Background: an optimization exercise with open tools, aiming at small area, a short achievable clock period and few clock cycles. Do not read the settings as production practice.
The RTL was checked by simulation tests, not by an equivalence proof against the original design.
Power figures rest on the tool's default switching activity, not on a simulated workload.

## udp_rx_top
module udp_rx_top (
    input  wire                            clk,
    input  wire                            rst_i,
    input  wire [31:0]                     hdr_src_ip_i,
    input  wire [15:0]                     hdr_src_port_i,
    input  wire [31:0]                     hdr_dst_ip_i,
    input  wire [15:0]                     hdr_dst_port_i,
    input  wire [15:0]                     hdr_length_i,
    input  wire                            hdr_valid_i,
    output wire                            hdr_ready_o,
    input  wire [64-1:0]       beat_data_i,
    input  wire                            beat_last_i,
    input  wire                            beat_valid_i,
    output wire                            beat_ready_o,
    input  wire [8-1:0]      axil_awaddr_i,
    input  wire                            axil_awvalid_i,
    input  wire [32-1:0]      axil_wdata_i,
    input  wire [32/8-1:0]    axil_wstrb_i,
    input  wire                            axil_wvalid_i,
    input  wire                            axil_bready_i,
    input  wire [8-1:0]      axil_araddr_i,
    input  wire                            axil_arvalid_i,
    input  wire                            axil_rready_i,
    output wire                            axil_awready_o,
    output wire                            axil_wready_o,
    output wire [1:0]                      axil_bresp_o,
    output wire                            axil_bvalid_o,
    output wire                            axil_arready_o,
    output wire [32-1:0]      axil_rdata_o,
    output wire [1:0]                      axil_rresp_o,
    output wire                            axil_rvalid_o,
    output wire                            rx_irq_o
);
    wire                                     cfg_enable;
    wire [31:0]                              cfg_local_ip;
  ...
For scale: roughly 2500 flip-flops, about 280 I/O pins, ~80000 sq um of cells after synthesis.
Settings: LEC_CHECK=0, CAP_MARGIN=20, CORE_MARGIN=2, CORE_UTILIZATION=60, CTS_CLUSTER_DIAMETER=100, CTS_CLUSTER_SIZE=24, SETUP_SLACK_MARGIN=3.2, SLEW_MARGIN=20; clock period 5.0 ns.
run.sh (not shown) runs the stock make flow with config.mk's settings and CLKGATE_MAP_FILE= SYNTH_SCRIPT=/design/flow/synth_recipe.tcl, a recipe that flattens the netlist after the stock synthesis.
Testbench counts at the start, summed over its fixed seeds: cycles 21,360.
Change:
Settings changed: SETUP_SLACK_MARGIN 3.2 to 3.6.
=> The new run produced a clean layout; clock-buffer cell count went up by 2; final cell count went up by 1.7%; wire length went up by 5.1%; via count went up by 2.9%; area after synthesis does not change.

udp_rx_top again, from the RTL that the note above started with.
Settings: LEC_CHECK=0, CAP_MARGIN=20, CORE_MARGIN=2, CORE_UTILIZATION=63, CTS_CLUSTER_DIAMETER=100, CTS_CLUSTER_SIZE=24, SETUP_SLACK_MARGIN=3.0, SLEW_MARGIN=20; clock period 5.0 ns.
The first run produced a clean layout.
Testbench counts at the start, summed over its fixed seeds: cycles 21,360.
Then changed:
- CORE_UTILIZATION: 63 -> 60
- The new run completed with no timing, DRC or antenna violations
- fmax grows by 1.9%
- via count shrinks by 0.40%
- worst setup slack improved by 0.049 ns
- routed wire length grows by 1.8%
- final area hardly moves
Then changed:
- CTS_CLUSTER_DIAMETER: 100 -> default
- CTS_CLUSTER_SIZE: 24 -> default
- SETUP_SLACK_MARGIN: 3.0 -> 2.5
- final area is higher by 2.2%
- fmax decreases by 2.8%
- core utilization goes up by 1.6 points
- count of clock-buffer cells in the layout climbs by 183
- die area stays the same
- global-route usage decreases by 1.6 points
- setup slack got worse by 0.074 ns
- total power came out higher by 22%
- worst hold slack is worse by 0.0082 ns
- critical path depth went up by 1
Then changed:
==> flow/flow/run.sh (new file) <==
#!/bin/bash
# The standard layout, except that the port buffers are plain buffers (buf_2) rather than the
# delay cell buffer_ports picks by default. Every port still gets its buffer.
set -euo pipefail
export BUFFER_PORTS_ARGS="-buffer_cell sky130_fd_sc_hd__buf_2"
bash standard.sh > standard_flow.log 2>&1
==> flow/standard.sh (new file) <==
#!/bin/bash
# synth_recipe.tcl (not shown) runs the flow's synth.tcl, then flattens the netlist and writes it again
# the make line also repeats each setting of config.mk as NAME=value (left out here)
make -C /OpenROAD-flow-scripts/flow DESIGN_CONFIG=/design/flow/config.mk WORK_HOME=/design/flow/orfs CLKGATE_MAP_FILE= SYNTH_SCRIPT=/design/flow/synth_recipe.tcl "${@:-finish}"
- CTS_CLUSTER_DIAMETER: default -> 100
- CTS_CLUSTER_SIZE: default -> 24
removed: flow/run.sh
=>
- The changed run passed the timing, design-rule and antenna checks
- wire length grows by a few percent
- power shrinks by about a fifth
- clock-buffer cell count shrinks by 185
- clock power shrinks by well over a third
- setup slack gets worse by 0.062 ns
- cell count shrinks by a few percent
Then changed:
==> flow/run.sh (new file) <==
#!/bin/bash
# synth_recipe.tcl (not shown) runs the flow's synth.tcl, then flattens the netlist and writes it again
# the make line also repeats each setting of config.mk as NAME=value (left out here)
make -C /OpenROAD-flow-scripts/flow DESIGN_CONFIG=/design/flow/config.mk WORK_HOME=/design/flow/orfs CLKGATE_MAP_FILE= SYNTH_SCRIPT=/design/flow/synth_recipe.tcl finish
- CORE_UTILIZATION: 60 -> 66
removed: flow/flow/run.sh
removed: flow/standard.sh
Result:
- The changed run finished clean
- synthesized cell count does not change
- flip-flop and latch count does not change
- die area decreases by 9.0%
- final area is about the same
- non-clock buffer count decreases by 21
- total power decreases by 1.5%
- register-to-register slack improves by 0.04 ns
- worst setup slack improves by 0.040 ns
- routed wire length decreases by 7.5%
- critical path depth does not change

## what the ideal ports hide
The results above use ideal ports. As a check the final layouts listed here were re-extracted and re-timed, cells and wires unchanged.
Step 1: set_driving_cell puts a clkbuf_16 on clk and a buf_2 on each other input, an assumption about the parent block.
Step 2 times the ports against the registers' clock, not the clock port: input delays grow and output delays shrink by t, the midpoint of the rising clock arrivals with the driver on.
Three values: ideal, step 1, step 2; two values: the first two.
| run | t (ns) | setup slack, ns | slew at the worst register clock pin (ns) | worst data-port slew with drivers (ns) |
|---|---|---|---|---|
| the first run of note 1 | 0.832 | 2.302 / 2.302 / 1.553 | 0.11 / 0.11 | 0.17 |
| the second run of note 1 | 0.853 | 2.244 / 2.244 / 1.530 | 0.11 / 0.11 | 0.19 |
| the first run of note 2 | 0.848 | 2.334 / 2.323 / 1.475 | 0.11 / 0.11 | 0.17 |
| the second run of note 2 | 0.833 | 2.382 / 2.382 / 1.616 | 0.11 / 0.11 | 0.21 |
| the third run of note 2 | 0.909 | 2.308 / 2.308 / 1.513 | 0.07 / 0.07 | 0.19 |
| the fourth run of note 2 | 0.843 | 2.246 / 2.246 / 1.565 | 0.11 / 0.11 | 0.20 |
| the fifth run of note 2 | 0.824 | 2.285 / 2.285 / 1.529 | 0.10 / 0.10 | 0.20 |
After both steps every run listed still meets setup and hold. The setup slack of the first run of note 2, which loses most, moves by -0.011 ns with the drivers and by -0.859 ns with both steps.
